Background: an optimization exercise with open tools, aiming at small area. Do not read the settings as production practice. In this exercise RTL edits were held to simulation tests only and were not proved equivalent to the original. Power is estimated from default activity; no workload was simulated.

// i2c_target
module i2c_target #(
    parameter logic [6:0] DEV_ADDR = i2c_target_pkg::DEFAULT_DEV_ADDR,
    parameter int         NUM_REGS = i2c_target_pkg::DEFAULT_NUM_REGS
) (
    input  logic       clk,
    input  logic       rst,
    input  logic       scl,
    input  logic       sda_in,
    output logic       sda_oe,
    output logic       busy,
    input  logic       host_we,
    input  logic [7:0] host_addr,
    input  logic [7:0] host_wdata,
    output logic [7:0] host_rdata,
    output logic       bus_wr_pulse,
    output logic [7:0] bus_wr_addr,
    output logic [7:0] bus_wr_data
);
For scale: ~560 flip-flops, roughly 48 I/O pins, about 26,000 um2 of cells after synthesis.
Settings: LEC_CHECK=0, CAP_MARGIN=10, CELL_PAD_IN_SITES_DETAIL_PLACEMENT=1, CELL_PAD_IN_SITES_GLOBAL_PLACEMENT=1, CORE_MARGIN=2, CORE_UTILIZATION=40, GPL_TIMING_DRIVEN=0, PLACE_DENSITY=0.55, SETUP_SLACK_MARGIN=0.25, SLEW_MARGIN=10, SYNTH_HIERARCHICAL=1, SYNTH_MINIMUM_KEEP_SIZE=0; clock period 6.0 ns.
standard.sh (not shown) runs the stock make flow with config.mk's settings and CLKGATE_MAP_FILE= SYNTH_SCRIPT=/design/flow/synth_recipe.tcl, a recipe that flattens the netlist after the stock synthesis.
==> flow/flow/run.sh <==
#!/bin/bash
# Standard ORFS layout (unchanged synthesis) with these changes:
#  - buffers that ABC inserted are removed at floorplan (REMOVE_ABC_BUFFERS),
#  - every cell is swapped to its smallest drive variant after floorplan,
#    leaving repair_design/repair_timing to upsize only where needed,
#  - ports are buffered with buf_1 instead of the resizer's default pick,
#  - clock tree built without dummy loads, from clkbuf_8 leaf clusters.
set -euo pipefail
HERE=$(pwd)
export REMOVE_ABC_BUFFERS=1
export POST_FLOORPLAN_TCL=$HERE/flow/downsize.tcl
export BUFFER_PORTS_ARGS="-buffer_cell sky130_fd_sc_hd__buf_1"
export CTS_ARGS="-sink_clustering_enable -repair_clock_nets -dont_use_dummy_load -sink_clustering_size 14 -sink_clustering_max_diameter 60 -buf_list sky130_fd_sc_hd__clkbuf_8"
bash standard.sh > $HERE/standard_flow.log 2>&1
==> flow/flow/downsize.tcl <==
set db [ord::get_db]
set block [ord::get_db_block]
set variants [dict create]
foreach lib [$db getLibs] {
  foreach m [$lib getMasters] {
    set n [$m getName]
    if {[regexp {^(sky130_fd_sc_hd__[a-z0-9]+)_([0-9]+)$} $n -> base drv]} {
      if {[string match "*lpflow*" $n] || [string match "*probe*" $n]} { continue }
      dict lappend variants $base $m
    }
  }
}
set skip {sky130_fd_sc_hd__tapvpwrvgnd sky130_fd_sc_hd__conb sky130_fd_sc_hd__fill sky130_fd_sc_hd__decap sky130_fd_sc_hd__diode}
set n_swapped 0
set saved 0
foreach inst [$block getInsts] {
  set m [$inst getMaster]
  set n [$m getName]
  if {![regexp {^(sky130_fd_sc_hd__[a-z0-9]+)_([0-9]+)$} $n -> base drv]} { continue }
  if {[lsearch -exact $skip $base] >= 0} { continue }
  if {![dict exists $variants $base]} { continue }
  set cur_area [expr {[$m getWidth] * [$m getHeight]}]
  set best $m
  set best_area $cur_area
  foreach v [dict get $variants $base] {
    set a [expr {[$v getWidth] * [$v getHeight]}]
    if {$a < $best_area} { set best $v; set best_area $a }
  }
  if {$best ne $m} {
    replace_cell [$inst getName] [$best getName]
    incr n_swapped
    set saved [expr {$saved + $cur_area - $best_area}]
  }
}
puts "downsize: swapped $n_swapped cells, saved [expr {$saved / 1.0e6}] um^2"
The starting point passed the timing, design-rule and antenna checks.
Change:
CAP_MARGIN = 20   (was 10)
CELL_PAD_IN_SITES_DETAIL_PLACEMENT = 2   (was 1)
CELL_PAD_IN_SITES_GLOBAL_PLACEMENT = 2   (was 1)
CORE_UTILIZATION = 35   (was 40)
PLACE_DENSITY = 0.45   (was 0.55)
SETUP_SLACK_MARGIN = unset   (was 0.25)
SLEW_MARGIN = 20   (was 10)
This time the run finished but fails on setup timing.
Final area came out higher by 0.83%.
Power went up by 2.2%.
Critical path depth decreases by 1.
Change:
SETUP_SLACK_MARGIN = 0.8   (was unset)
After rerunning:
- Now the flow completed with no timing, DRC or antenna violations
- global-route usage grows by 0.21 points
- combinational power barely changes
- flip-flop and latch count stays the same
- via count rose by 1.5%
Change:
CELL_PAD_IN_SITES_DETAIL_PLACEMENT = 1   (was 2)
CELL_PAD_IN_SITES_GLOBAL_PLACEMENT = 1   (was 2)
CORE_UTILIZATION = 40   (was 35)
PLACE_DENSITY = 0.55   (was 0.45)
SETUP_SLACK_MARGIN = 0.4   (was 0.8)
Outcome: The new run finished clean. Global-route usage climbs by 1.9 points. Worst hold slack degrades by 0.012 ns. Total power drops by 2.2%. First-iteration DRC count climbs by 13%. Utilization climbs by 4.8 points. Design area drops by 1.7%. Setup slack degrades by 0.30 ns. Sequential share of layout area climbs by 0.66 points. Non-clock buffer count drops by 14. Maximum frequency drops by 5.4%. Flip-flop and latch count is unchanged.

==> re-timing with driven ports <==
In the flow no input, the clock included, has a driving cell. The finished layouts below were timed again as built, in two steps. Step 1 assumes that a clkbuf_16 drives the clock port and a buf_2 every other input. Step 2 adds t to the input delays and takes it off the output delays; t is the mean of the earliest and latest rising clock arrival at the registers after step 1. Input paths then give back, and output paths get back, about the clock's delay inside the block. Slacks: ideal / step 1 / step 2; pairs: ideal / step 1.
run	shift t [ns]	setup WS [ns]	clock arrival spread, ns	worst slew at a driven data input, ns	cell pins on the clock port's net
the first run	0.767	0.207 / 0.178 / 0.178	0.068 / 0.068	0.03	1
the second run	0.782	-0.038 / -0.075 / -0.075	0.081 / 0.081	0.03	1
the third run	0.781	0.736 / 0.706 / 0.706	0.074 / 0.074	0.04	1
the fourth run	0.756	0.435 / 0.411 / 0.411	0.056 / 0.057	0.04	1
For the second run, which loses most, drivers alone change the setup slack by -0.037 ns; drivers and shift together by -0.037 ns.
